This is an optimization exercise on Yosys and OpenROAD, whose aim is small area, a short achievable clock period and few clock cycles per item, not a production implementation. Function was checked by simulation only, so behaviour that the tests miss may differ from the original. Power figures rest on the tool's default switching activity, not on a simulated workload.

birch:
## neuron_fetch_top
module neuron_fetch_top (
    input  logic                              clk,
    input  logic                              reset,
    input  logic                              i_start,
    input  nn_cfg_pkg::cfg_addr_t             i_table_base,
    output nn_cfg_pkg::cfg_addr_t             o_cfg_addr,
    input  logic [nn_cfg_pkg::CFG_WORD_W-1:0] i_cfg_data,
    output nn_operand_pkg::lane_addr_t        o_data_addr,
    input  nn_operand_pkg::lane_in_t          i_data,
    input  logic                              i_stopin,
    input  logic                              i_layer_done,
    output logic                              o_push,
    output nn_operand_pkg::operand_t          o_operand,
    output logic                              o_finish
);
    logic [127:0] wgt;
    logic [7:0]   lanes;
    logic [9:0]   left;
    logic [43:0]  fields;
    logic [10:0]  number;
    fetch_sequencer u_sequencer (
        .clk          (clk),
  ...
==> flow/config.mk <==
export PLATFORM = sky130hd
export DESIGN_NAME = neuron_fetch_top
export DESIGN_NICKNAME = neuron_fetch_top
export VERILOG_FILES = /design/flow/design.v
export SDC_FILE = /design/flow/constraint.sdc
export NUM_CORES = 4
export LEC_CHECK = 0
export ABC_AREA = 1
export CAP_MARGIN = 0
export CORE_AREA = 2 2 248 248
export DIE_AREA = 0 0 250 250
export SETUP_SLACK_MARGIN = 2.0
export SLEW_MARGIN = 0
==> flow/constraint.sdc <==
create_clock -name core_clock -period 6.5 [get_ports {clk}]
set_input_delay 1.3000 -clock core_clock [delete_from_list [all_inputs] [get_ports {clk}]]
set_output_delay 1.3000 -clock core_clock [all_outputs]
set_load 0.01 [all_outputs]
standard.sh (not shown) runs the stock make flow with config.mk's settings and CLKGATE_MAP_FILE= SYNTH_SCRIPT=/design/flow/synth_recipe.tcl, a recipe that flattens the netlist after the stock synthesis.
==> flow/flow/run.sh <==
#!/bin/bash
# The standard layout, except:
#  - the smallest buffer on every input and output port instead of the
#    default port buffer;
#  - pins may sit on adjacent routing tracks, so the die can be small and
#    the core reach close to every pin;
#  - global routing gets more congestion iterations.
set -euo pipefail
export BUFFER_PORTS_ARGS="-buffer_cell sky130_fd_sc_hd__buf_1"
export PLACE_PINS_ARGS="-min_distance 1 -min_distance_in_tracks"
export GLOBAL_ROUTE_ARGS="-congestion_iterations 100 -congestion_report_iter_step 5 -verbose"
bash standard.sh > standard_make.log 2>&1
Testbench counts of birch, summed over its fixed seeds: cycles 4,284, items 2,745.
--- input diff birch..oak ---
-- flow/flow/run.sh --
<<< birch, line 6
#    the core reach close to every pin;
#  - global routing gets more congestion iterations.
set -euo pipefail
>>> oak, line 6
#    the core reach close to every pin;
#  - global routing gets more congestion iterations;
#  - synthesis leaves adders to abc as plain gates (no full/half-adder cells).
set -euo pipefail
<<< birch, line 11
export GLOBAL_ROUTE_ARGS="-congestion_iterations 100 -congestion_report_iter_step 5 -verbose"
bash standard.sh > standard_make.log 2>&1
>>> oak, line 12
export GLOBAL_ROUTE_ARGS="-congestion_iterations 100 -congestion_report_iter_step 5 -verbose"
export ADDER_MAP_FILE=
bash standard.sh > standard_make.log 2>&1
-- flow/config.mk --
<<< birch, line 8
export ABC_AREA = 1
export CAP_MARGIN = 0
export CORE_AREA = 2 2 248 248
>>> oak, line 8
export ABC_AREA = 1
export CAP_MARGIN = 20
export CORE_AREA = 2 2 248 248
<<< birch, line 12
export SETUP_SLACK_MARGIN = 2.0
export SLEW_MARGIN = 0
>>> oak, line 12
export SETUP_SLACK_MARGIN = 2.0
export SLEW_MARGIN = 20
Findings:
oak finished every step from synthesis to the final layout, and the layout passed the timing, design-rule and antenna checks.
On oak: number of stages on the worst setup path is 1 lower than what birch gave.
Higher setup slack goes to oak over birch.
Wire: oak routes more than birch
oak vs birch — power of the sequential group climbed by more than 10%
Number of distinct library cells after synthesis (birch / oak): 1.06
Going from birch to oak, sequential share of cell area shrinks by 0.25 points.
When oak is measured against birch, its final instance count without filler cells turns out 325 higher.
For birch, the destination of the critical timing path was o_data_addr[27], unlike oak, where it was o_data_addr[14].
Diff birch and oak: utilization after layout lower in birch

* * *

## run A
Starting RTL as in the previous note.
Design neuron_fetch_top, start of the top module:
module neuron_fetch_top (
    input  logic                              clk,
    input  logic                              reset,
    input  logic                              i_start,
    input  nn_cfg_pkg::cfg_addr_t             i_table_base,
    output nn_cfg_pkg::cfg_addr_t             o_cfg_addr,
    input  logic [nn_cfg_pkg::CFG_WORD_W-1:0] i_cfg_data,
    output nn_operand_pkg::lane_addr_t        o_data_addr,
    input  nn_operand_pkg::lane_in_t          i_data,
    input  logic                              i_stopin,
    input  logic                              i_layer_done,
    output logic                              o_push,
    output nn_operand_pkg::operand_t          o_operand,
    output logic                              o_finish
);
Settings: LEC_CHECK=0, ABC_AREA=1, CAP_MARGIN=20, CORE_AREA=2 2 248 248, DIE_AREA=0 0 250 250, SETUP_SLACK_MARGIN=2.0, SLEW_MARGIN=20; clock period 6.5 ns.
==> flow/flow/run.sh <==
#!/bin/bash
# The standard layout, except:
#  - the smallest buffer on every input and output port instead of the
#    default port buffer;
#  - pins may sit on adjacent routing tracks, so the die can be small and
#    the core reach close to every pin;
#  - global routing gets more congestion iterations.
set -euo pipefail
export BUFFER_PORTS_ARGS="-buffer_cell sky130_fd_sc_hd__buf_1"
export PLACE_PINS_ARGS="-min_distance 1 -min_distance_in_tracks"
export GLOBAL_ROUTE_ARGS="-congestion_iterations 100 -congestion_report_iter_step 5 -verbose"
bash standard.sh > standard_make.log 2>&1
In summary, run A completed successfully, with a layout that passed the timing, design-rule and antenna checks.
Testbench counts of run A, summed over its fixed seeds: cycles 4,284, items 2,745.
Input-level comparison between run B and run A:
# run A
export LEC_CHECK = 0
export ABC_AREA = 1
export CAP_MARGIN = 20
export CORE_AREA = 2 2 248 248
export DIE_AREA = 0 0 250 250
export SETUP_SLACK_MARGIN = 2.0
export SLEW_MARGIN = 20
create_clock -name core_clock -period 6.5 [get_ports {clk}]
# run B
export LEC_CHECK = 0
export ABC_AREA = 1
export CAP_MARGIN = 20
export CORE_AREA = 2 2 248 248
export DIE_AREA = 0 0 250 250
export SETUP_SLACK_MARGIN = 2.4
export SLEW_MARGIN = 20
create_clock -name core_clock -period 6.5 [get_ports {clk}]
## What came out
Run A reports its origin of the worst setup path as i_cfg_data[10] while run B reports i_cfg_data[60]. Re total power density per cell area: run A and run B aren't equal, and the higher value belongs to run A. Cell type of the slowest stage on the worst timing path: fa_2 -> run B, fa_1 -> run A. Run B has completed all stages; timing, DRC and antenna checks passed. Going from run A to run B, total stage count of the critical path fell 4, final critical-path required period fell 320 ps, total iterations of the first detailed-routing run rose 4, final cell count rose 79. Run B has worst setup slack after layout above what run A had. Cmp run B vs run A: multi-input combinational cell area higher in run B.
### run B -> run C
# run B
export LEC_CHECK = 0
export ABC_AREA = 1
export CAP_MARGIN = 20
export CORE_AREA = 2 2 248 248
export DIE_AREA = 0 0 250 250
export SETUP_SLACK_MARGIN = 2.4
export SLEW_MARGIN = 20
create_clock -name core_clock -period 6.5 [get_ports {clk}]
# run C
export LEC_CHECK = 0
export ABC_AREA = 1
export CAP_MARGIN = 20
export CORE_AREA = 2 2 248 248
export CTS_BUF_LIST = sky130_fd_sc_hd__clkbuf_8 sky130_fd_sc_hd__clkbuf_16
export CTS_CLUSTER_DIAMETER = 45
export CTS_CLUSTER_SIZE = 15
export DIE_AREA = 0 0 250 250
export SETUP_SLACK_MARGIN = 2.0
export SLEW_MARGIN = 20
create_clock -name core_clock -period 6.5 [get_ports {clk}]
[summary]
Compare run C and run B | count of buffers added by post-CTS timing repair for setup lower: run C. Run C vs run B — final wirelength dropped by a few percent. Max global-route wire length before repair across run C and run B: run B. Taking run B as the reference, in run C hold slack barely changed, total number of nets in the final design dropped 1.6%, buffering overhead dropped 2.9 points. Reported for run C and run B, total overflow reported by the global router turned out identical to the last digit. Run C ends up with a total power after layout that is 74 µW higher than in run B.
Edits applied to the flow inputs when going from run C to run D:
# run C
export LEC_CHECK = 0
export ABC_AREA = 1
export CAP_MARGIN = 20
export CORE_AREA = 2 2 248 248
export CTS_BUF_LIST = sky130_fd_sc_hd__clkbuf_8 sky130_fd_sc_hd__clkbuf_16
export CTS_CLUSTER_DIAMETER = 45
export CTS_CLUSTER_SIZE = 15
export DIE_AREA = 0 0 250 250
export SETUP_SLACK_MARGIN = 2.0
export SLEW_MARGIN = 20
create_clock -name core_clock -period 6.5 [get_ports {clk}]
# run D
export LEC_CHECK = 0
export ABC_AREA = 1
export CAP_MARGIN = 20
export CORE_AREA = 2 2 248 248
export DIE_AREA = 0 0 250 250
export SETUP_SLACK_MARGIN = 2.0
export SLEW_MARGIN = 20
export TNS_END_PERCENT = 10
create_clock -name core_clock -period 6.5 [get_ports {clk}]
- Of run D and run C, the lower share of power burned in registers belongs to run C.
- Summary of run D over run C: total of clock buffers placed in the layout now smaller, switching power now smaller, highest achievable clock rate now smaller, power now smaller, fraction of area in registers now larger.
- In the tables for run D and run C, global-route track usage on met2 reads lower with run C.
- Master of the slowest instance on the critical path: fa_1 -> run C, nor2_2 -> run D
- Non-clock buffer total of the final layout, run D and run C: higher on run C
- From run C to run D the numbers moved as follows: post-route cell area moved down; internal power of the cells lower.

* * *

run 1:
Another version of the RTL of neuron_fetch_top (not shown whole).
For scale: about 2800 cells after synthesis, roughly 310 flip-flops, about 1000 I/O pins, ~19000 sq um of cells after synthesis.
==> flow/config.mk <==
export PLATFORM = sky130hd
export DESIGN_NAME = neuron_fetch_top
export DESIGN_NICKNAME = neuron_fetch_top
export VERILOG_FILES = /design/flow/design.v
export SDC_FILE = /design/flow/constraint.sdc
export NUM_CORES = 4
export LEC_CHECK = 0
export ABC_AREA = 1
export CAP_MARGIN = 20
export CORE_AREA = 75 75 275 275
export DIE_AREA = 0 0 350 350
export SETUP_SLACK_MARGIN = 2.0
export SLEW_MARGIN = 20
==> flow/constraint.sdc <==
create_clock -name core_clock -period 6.5 [get_ports {clk}]
set_input_delay 1.3000 -clock core_clock [delete_from_list [all_inputs] [get_ports {clk}]]
set_output_delay 1.3000 -clock core_clock [all_outputs]
set_load 0.01 [all_outputs]
==> flow/flow/run.sh <==
#!/bin/bash
# The standard layout, except:
#  - the smallest buffer on every input and output port instead of the
#    default port buffer;
#  - synthesis leaves adders to abc as plain gates (no full/half-adder cells).
set -euo pipefail
export BUFFER_PORTS_ARGS="-buffer_cell sky130_fd_sc_hd__buf_1"
export ADDER_MAP_FILE=
bash standard.sh > standard_make.log 2>&1
Testbench counts of run 1, summed over its fixed seeds: cycles 4,284, items 2,745.
### run 1 -> run 2
- swapping 2.0 for 2.5 in SETUP_SLACK_MARGIN
==> flow/flow/run.sh <==
#!/bin/bash
# The standard layout, except for the smallest buffer on every input and
# output port instead of the default port buffer.
set -euo pipefail
export BUFFER_PORTS_ARGS="-buffer_cell sky130_fd_sc_hd__buf_1"
bash standard.sh > standard_make.log 2>&1
--- outcome ---
As far as depth of the worst hold-timing path goes, run 2 and run 1 are indistinguishable; the numbers are identical.
Diff run 1 -> run 2: max-slew violation count essentially unchanged; utilization increased 8.2 points; post-synthesis to final-layout area growth increased 24 points; residual DRC count essentially unchanged; minimum period implied by the final worst setup slack decreased 0.11 ns.
Post-cts gate resize count ends up lower on run 1.
Run 2 vs run 1: synthesized instance count down
Power, run 1 and run 2, lower one = run 1.
What run 3 does differently from run 2 at the input level:
- an added CTS_BUF_LIST of sky130_fd_sc_hd__clkbuf_4 sky130_fd_sc_hd__clkbuf_8
- an added CTS_CLUSTER_SIZE of 20
- a change of SETUP_SLACK_MARGIN from 2.5 to 2.0
Results
Run 3 against run 2: area taken by multi-input logic gates shrank by 19%, post-route non-filler standard cell count shrank by 75.
Number of global-route vias before repair shrinks by a few percent when moving from run 2 to run 3.
Critical path depth in cells delta for run 3 relative to run 2: 4 lower
The number of cells upsized or downsized after cts of run 3 falls short of that of run 2 by about 90%.
The more densely filled core belongs to run 2, not run 3.
Adder-cell share of the synthesized area of run 3 is on par with run 2.
Delta (run 3 minus run 2): total power saw a decrease, met2 routing resource usage after global routing down 0.49 points.
Clock skew (higher): run 3
Run 2 has a lower final cycle utilization of the critical path than run 3.

[re-timing with driven ports]
How much do the figures lean on ideal ports? The routed layouts below were timed once more, with nothing changed but the port constraints.
Step 1 sets driving cells, clkbuf_16 on the clock port and buf_2 on the other inputs (assumed; they add their load-dependent delay and slew).
Step 2 moves the port delays by t, midway between the first and last clock arrival at a register: inputs arrive t later, outputs are due t later. That takes back most of the time a late clock gives input paths.
Slacks: ideal ports / drivers / drivers and shift; pairs: ideal ports / drivers.
run | shift t [ns] | setup slack, ns | worst setup path at the end | latest minus earliest clock arrival (ns) | worst slew at a driven data input, ns
birch | 0.625 | 2.080 / 2.058 / 2.058 | input to output | 0.028 / 0.027 | 0.27
oak | 0.627 | 2.166 / 2.118 / 2.118 | input to output | 0.023 / 0.024 | 0.22
run A | 0.625 | 2.080 / 2.058 / 2.058 | input to output | 0.028 / 0.027 | 0.27
run B | 0.627 | 2.403 / 2.304 / 2.304 | input to output | 0.029 / 0.029 | 0.24
run C | 0.670 | 2.041 / 2.020 / 2.020 | input to output | 0.026 / 0.026 | 0.22
run D | 0.625 | 1.935 / 1.870 / 1.931 | input to output | 0.029 / 0.028 | 0.15
run 1 | 0.609 | 2.057 / 1.950 / 1.950 | input to output | 0.027 / 0.026 | 0.28
run 2 | 0.607 | 2.169 / 2.027 / 2.027 | input to output | 0.036 / 0.035 | 0.32
run 3 | 0.698 | 1.984 / 1.901 / 1.901 | input to output | 0.038 / 0.038 | 0.27
After both steps setup and hold are still met in every run listed. For run 2, which loses most, drivers alone change the setup slack by -0.142 ns; drivers and shift together by -0.142 ns.
